Background: an optimization exercise with open tools, aiming at small area and a short achievable clock period. Do not read the settings as production practice. The RTL was checked by simulation tests, not by an equivalence proof against the original design. Power is estimated from default activity; no workload was simulated.

old:
==> module mem_responder, before the edit <==
module mem_responder #(
    parameter int ADDR_W      = 8,
    parameter int WAIT_CYCLES = 1
) (
    input  logic              clk_i,
    input  logic              reset_i,
    input  logic              req_valid_i,
    output logic              req_ready_o,
    input  logic              req_we_i,
    input  logic              req_pc_i,
    input  logic [15:0]       req_addr_i,
    input  logic [15:0]       req_wdata_i,
    output logic              resp_valid_o,
    output logic [15:0]       resp_rdata_o,
    output logic              resp_err_o,
    input  logic              ld_we_i,
    input  logic [ADDR_W-1:0] ld_addr_i,
    input  logic [15:0]       ld_data_i,
    output logic [15:0]       fetch_cnt_o,
    output logic [15:0]       load_cnt_o,
    output logic [15:0]       store_cnt_o
);
    localparam int DEPTH = 1 << ADDR_W;
    logic              wait_q, resp_q;
    logic              we_q, pc_q, err_q;
    logic [ADDR_W-1:0] addr_q;
    logic [15:0]       wdata_q;
    logic [15:0]       rdata_q;
    logic [15:0]       fetch_q, load_q, store_q;
    logic [15:0]       mem_q [DEPTH];
    logic idle, accept, req_err;
    assign idle        = !wait_q && !resp_q;
    assign req_ready_o = idle && !ld_we_i;
    assign accept      = req_valid_i && req_ready_o;
    assign req_err     = (req_addr_i[15:ADDR_W] != '0) || (req_pc_i && req_we_i);
    always_ff @(posedge clk_i) begin
        wait_q <= !reset_i && accept;
        resp_q <= !reset_i && wait_q;
    end
    always_ff @(posedge clk_i) begin
        if (idle) begin
            we_q    <= req_we_i;
            pc_q    <= req_pc_i;
            err_q   <= req_err;
            addr_q  <= req_addr_i[ADDR_W-1:0];
            wdata_q <= req_wdata_i;
        end
    end
    always_ff @(posedge clk_i) begin
        if (reset_i) begin
            fetch_q <= 16'd0;
            load_q  <= 16'd0;
            store_q <= 16'd0;
        end else if (wait_q && !err_q) begin
            if (pc_q)      fetch_q <= fetch_q + 16'd1;
            else if (we_q) store_q <= store_q + 16'd1;
            else           load_q  <= load_q + 16'd1;
        end
    end
    logic              mem_we;
    logic [ADDR_W-1:0] mem_waddr;
    logic [15:0]       mem_wdata;
    assign mem_we    = !reset_i && (wait_q ? (we_q && !err_q) : (idle && ld_we_i));
    assign mem_waddr = wait_q ? addr_q  : ld_addr_i;
    assign mem_wdata = wait_q ? wdata_q : ld_data_i;
    localparam int NGRP = DEPTH / 8;
    logic [NGRP-1:0] gsel;
    logic [15:0]     cand_d [8];
    logic [15:0]     cand_q [8];
    genvar r;
    generate
        for (r = 0; r < DEPTH; r++) begin : g_word
            always_ff @(posedge clk_i) begin
                if (mem_we && mem_waddr == ADDR_W'(r)) mem_q[r] <= mem_wdata;
            end
        end
        for (r = 0; r < NGRP; r++) begin : g_grp
            assign gsel[r] = (req_addr_i[ADDR_W-1:3] == (ADDR_W-3)'(r));
        end
    endgenerate
    always_comb begin
        for (int k = 0; k < 8; k++) begin
            cand_d[k] = 16'd0;
            for (int g = 0; g < NGRP; g++) cand_d[k] = cand_d[k] | ({16{gsel[g]}} & mem_q[8*g + k]);
        end
    end
    always_ff @(posedge clk_i) begin
        for (int k = 0; k < 8; k++) cand_q[k] <= cand_d[k];
    end
    always_ff @(posedge clk_i) rdata_q <= (we_q || err_q) ? 16'd0 : cand_q[addr_q[2:0]];
    assign resp_valid_o = resp_q;
    assign resp_rdata_o = rdata_q;
    assign resp_err_o   = err_q;
    assign fetch_cnt_o  = fetch_q;
    assign load_cnt_o   = load_q;
    assign store_cnt_o  = store_q;
endmodule
Settings: LEC_CHECK=0, CAP_MARGIN=20, CORE_MARGIN=2, CORE_UTILIZATION=70, CTS_CLUSTER_DIAMETER=80, CTS_CLUSTER_SIZE=20, SETUP_SLACK_MARGIN=2.0, SLEW_MARGIN=30; clock period 4.8 ns.
run.sh (not shown) runs the stock make flow with config.mk's settings and CLKGATE_MAP_FILE= SYNTH_SCRIPT=/design/flow/synth_recipe.tcl, a recipe that flattens the netlist after the stock synthesis.
What new does differently from old at the input level:
--- a/flow/design.v
+++ b/flow/design.v
@@ -64,8 +64,8 @@
     assign mem_waddr = wait_q ? addr_q  : ld_addr_i;
     assign mem_wdata = wait_q ? wdata_q : ld_data_i;
-    localparam int NGRP = DEPTH / 8;
+    localparam int NGRP = DEPTH / 4;
     logic [NGRP-1:0] gsel;
-    logic [15:0]     cand_d [8];
-    logic [15:0]     cand_q [8];
+    logic [15:0]     cand_d [4];
+    logic [15:0]     cand_q [4];
     genvar r;
     generate
@@ -76,17 +76,17 @@
         end
         for (r = 0; r < NGRP; r++) begin : g_grp
-            assign gsel[r] = (req_addr_i[ADDR_W-1:3] == (ADDR_W-3)'(r));
+            assign gsel[r] = (req_addr_i[ADDR_W-1:2] == (ADDR_W-2)'(r));
         end
     endgenerate
     always_comb begin
-        for (int k = 0; k < 8; k++) begin
+        for (int k = 0; k < 4; k++) begin
             cand_d[k] = 16'd0;
-            for (int g = 0; g < NGRP; g++) cand_d[k] = cand_d[k] | ({16{gsel[g]}} & mem_q[8*g + k]);
+            for (int g = 0; g < NGRP; g++) cand_d[k] = cand_d[k] | ({16{gsel[g]}} & mem_q[4*g + k]);
         end
     end
     always_ff @(posedge clk_i) begin
-        for (int k = 0; k < 8; k++) cand_q[k] <= cand_d[k];
+        for (int k = 0; k < 4; k++) cand_q[k] <= cand_d[k];
     end
-    always_ff @(posedge clk_i) rdata_q <= (we_q || err_q) ? 16'd0 : cand_q[addr_q[2:0]];
+    always_ff @(posedge clk_i) rdata_q <= (we_q || err_q) ? 16'd0 : cand_q[addr_q[1:0]];
     assign resp_valid_o = resp_q;
     assign resp_rdata_o = rdata_q;
==> results.txt <==
Going from old to new, buffer count from post-CTS setup fixing grows by 38. From old to new the numbers moved as follows: number of fill cells saw an increase; number of instances resized during post-cts repair saw a decrease; worst slack after detailed placement saw a decrease; minimum clock period saw an increase. [new] sequential power fell about 1% relative to old. Compared with old, new shows a higher final clock period utilization by the worst path. Diff old -> new: fmax shows a reduction of 1.8%, met2 track utilization from global routing now sits lower, area of the multi-input gates saw an increase, first-pass GRT wire length lower, clock power was more or less identical.

-- separate check: timing with driven ports --
How much do the figures lean on ideal ports? The routed layouts below were timed once more, with nothing changed but the port constraints. Step 1 (the two cells are an assumption about what drives the block):
set clk [get_ports {clk_i}]
set_driving_cell -lib_cell sky130_fd_sc_hd__clkbuf_16 $clk
set_driving_cell -lib_cell sky130_fd_sc_hd__buf_2 [delete_from_list [all_inputs] $clk]
Step 2 moves the port delays by t, midway between the first and last clock arrival at a register: inputs arrive t later, outputs are due t later. That takes back most of the time a late clock gives input paths. Slacks: ideal / step 1 / step 2; pairs: ideal / step 1.
run | shift t [ns] | slack for setup (ns) | worst register clock-pin slew, ns
old | 1.047 | 1.877 / 1.886 / 0.839 | 0.10 / 0.10
new | 1.049 | 1.825 / 1.718 / 0.823 | 0.10 / 0.10
After both steps setup and hold are still met in every run listed. For old, which loses most, drivers alone change the setup slack by +0.009 ns; drivers and shift together by -1.038 ns.
